Source: an optimization exercise on an open RTL-to-GDS flow (aim: small area, a short achievable clock period and few clock cycles per item). Production flows keep margins and buffers that such runs may drop. Function was checked by simulation only, so behaviour that the tests miss may differ from the original.

Design radial_vignette_pixel_top, start of the top module:
module radial_vignette_pixel_top
(
	input  wire logic              clk,
	input  wire logic              arst_n,
	input  wire logic              s_tvalid,
	output logic                   s_tready,
	input  wire logic [47:0]       s_tdata,
	output logic                   m_tvalid,
	input  wire logic              m_tready,
	output logic [23:0]            m_tdata,
	input  wire logic              cfg_we,
	input  wire logic [1:0]        cfg_index,
	input  wire logic [CFG_W-1:0]  cfg_data
);
	localparam int NP = 31;    
	logic [DIM_W-1:0] width_q, height_q;
	logic [FX_W-1:0]  radius_q, strength_q;
	logic             den_pend;
	logic             tok0, tok1;
	logic [26:0]      num_c;
	logic             en;
	always_ff @(posedge clk or negedge arst_n) begin
		if (!arst_n) begin
			width_q    <= 13'd640;
			height_q   <= 13'd480;
			radius_q   <= 17'd32768;
			strength_q <= 17'd32768;
		end else if (cfg_we) begin
			unique case (cfg_index)
  ...
==> flow/config.mk <==
export PLATFORM = sky130hd
export DESIGN_NAME = radial_vignette_pixel_top
export DESIGN_NICKNAME = radial_vignette_pixel_top
export VERILOG_FILES = /design/flow/design.v
export SDC_FILE = /design/flow/constraint.sdc
export NUM_CORES = 4
export LEC_CHECK = 0
export ABC_AREA = 1
export CAP_MARGIN = 20
export CORE_MARGIN = 2
export CORE_UTILIZATION = 55
export SLEW_MARGIN = 20
export SETUP_SLACK_MARGIN = 6.5
==> flow/constraint.sdc <==
create_clock -name core_clock -period 10.0 [get_ports {clk}]
set_input_delay 2.0000 -clock core_clock [delete_from_list [all_inputs] [get_ports {clk}]]
set_output_delay 2.0000 -clock core_clock [all_outputs]
set_load 0.01 [all_outputs]
standard.sh (not shown) runs the stock make flow with config.mk's settings and CLKGATE_MAP_FILE= SYNTH_SCRIPT=/design/flow/synth_recipe.tcl, a recipe that flattens the netlist after the stock synthesis.
==> flow/flow/run.sh <==
#!/bin/bash
set -euo pipefail
echo "export SETUP_SLACK_MARGIN = 6.5" >> config.mk
bash standard.sh > standard.log 2>&1
Testbench counts at the start, summed over its fixed seeds: cycles 17,408, items 16,384.
Change:
--- a/flow/design.v
+++ b/flow/design.v
@@ -697,43 +697,41 @@
 			radius_q   <= 17'd32768;
 			strength_q <= 17'd32768;
 		end else if (cfg_we) begin
 			unique case (cfg_index)
 				2'd0: width_q    <= cfg_data[DIM_W-1:0];
 				2'd1: height_q   <= cfg_data[DIM_W-1:0];
 				2'd2: radius_q   <= cfg_data;
 				2'd3: strength_q <= cfg_data;
 				default: ;
 			endcase
 		end
 	end
-	logic [25:0] den_a, den_b;
-	logic [27:0] d3_a, d3_b;
+	logic [25:0] den_a;
+	logic [27:0] d3_a;
 	always_ff @(posedge clk or negedge arst_n) begin
 		if (!arst_n) begin
 			den_pend <= 1'b0;
 			den_a    <= 26'd640000;
 		end else begin
 			if (cfg_we && !cfg_index[1])
 				den_pend <= 1'b1;
 			else if (en)
 				den_pend <= 1'b0;
 			if (en && tok1)
 				den_a <= num_c[25:0];
 		end
 	end
 	always_ff @(posedge clk) begin
-		den_b <= den_a;
 		d3_a  <= 28'(den_a) + 28'({den_a, 1'b0});
-		d3_b  <= d3_a;
 	end
 	logic [16:0] fd_a;
 	logic [18:0] fd3_a;
 	logic [17:0] s3_q;
 	always_ff @(posedge clk) begin
 		fd_a  <= 17'h10000 - radius_q;
 		fd3_a <= 19'(fd_a) + 19'({fd_a, 1'b0});
 		s3_q  <= 18'(strength_q[15:0]) + 18'({strength_q[15:0], 1'b0});
 	end
 	logic [12:0] w_eff, h_eff;
 	logic [16:0] s_eff;
 	logic        s_one, den_zero, r_big;
@@ -835,31 +833,26 @@
 	for (genvar i = 1; i <= 9; i++) begin : g_rd
 		logic [24:0] r_in, r_o, r_q;
 		logic [1:0]  p_in, q_o, q_q;
 		logic [25:0] dd;
 		logic [27:0] dd3;
 		if (i == 1) begin : g_f
 			assign r_in = num3[26:2];
 			assign p_in = num3[1:0];
 		end else begin : g_n
 			assign r_in = g_rd[i-1].r_q;
 			assign p_in = 2'b00;
 		end
-		if (i <= 4) begin : g_ca
-			assign dd  = den_a;
-			assign dd3 = d3_a;
-		end else begin : g_cb
-			assign dd  = den_b;
-			assign dd3 = d3_b;
-		end
+		assign dd  = den_a;
+		assign dd3 = d3_a;
 		rvp_div_pipe #(.RW(25), .DW(26)) u_step (
 			.r(r_in), .p(p_in), .d(dd), .d3(dd3), .ro(r_o), .q(q_o)
 		);
 		always_ff @(posedge clk) begin
 			if (en) begin
 				r_q <= r_o;
 				q_q <= q_o;
 			end
 		end
 	end
 	for (genvar j = 1; j <= 9; j++) begin : g_sq
 		logic [j-1:0] rem_i, root_i;
Hold slack improves by 0.041 ns.
Setup slack degrades by 0.10 ns.
Die area went down by 0.69%.
Sequential share of layout area shrinks by 0.48 points.
Design area barely changes.
Critical path depth is lower by 4.
Testbench counts after the change, summed over its fixed seeds: cycles 17,408, items 16,384.

-- afterwards: timing with drivers on the ports --
In the flow no input, the clock included, has a driving cell. The finished layouts below were timed again as built, in two steps.
Step 1 assumes that a clkbuf_16 drives the clock port and a buf_2 every other input.
Step 2 moves the port delays by t, midway between the first and last clock arrival at a register: inputs arrive t later, outputs are due t later. That takes back most of the time a late clock gives input paths.
a / b / c = ideal ports / drivers / drivers and shift; a / b = the first two.
run | t (ns) | slack for setup (ns) | worst hold slack (ns) | worst register clock-pin slew, ns
the first run | 1.028 | 6.288 / 6.179 / 5.631 | 0.331 / 0.331 / 0.331 | 0.07 / 0.07
the second run | 1.002 | 6.187 / 6.162 / 5.633 | 0.372 / 0.372 / 0.372 | 0.07 / 0.07
After both steps every run listed still meets setup and hold. The setup slack of the first run, which loses most, moves by -0.109 ns with the drivers and by -0.657 ns with both steps.
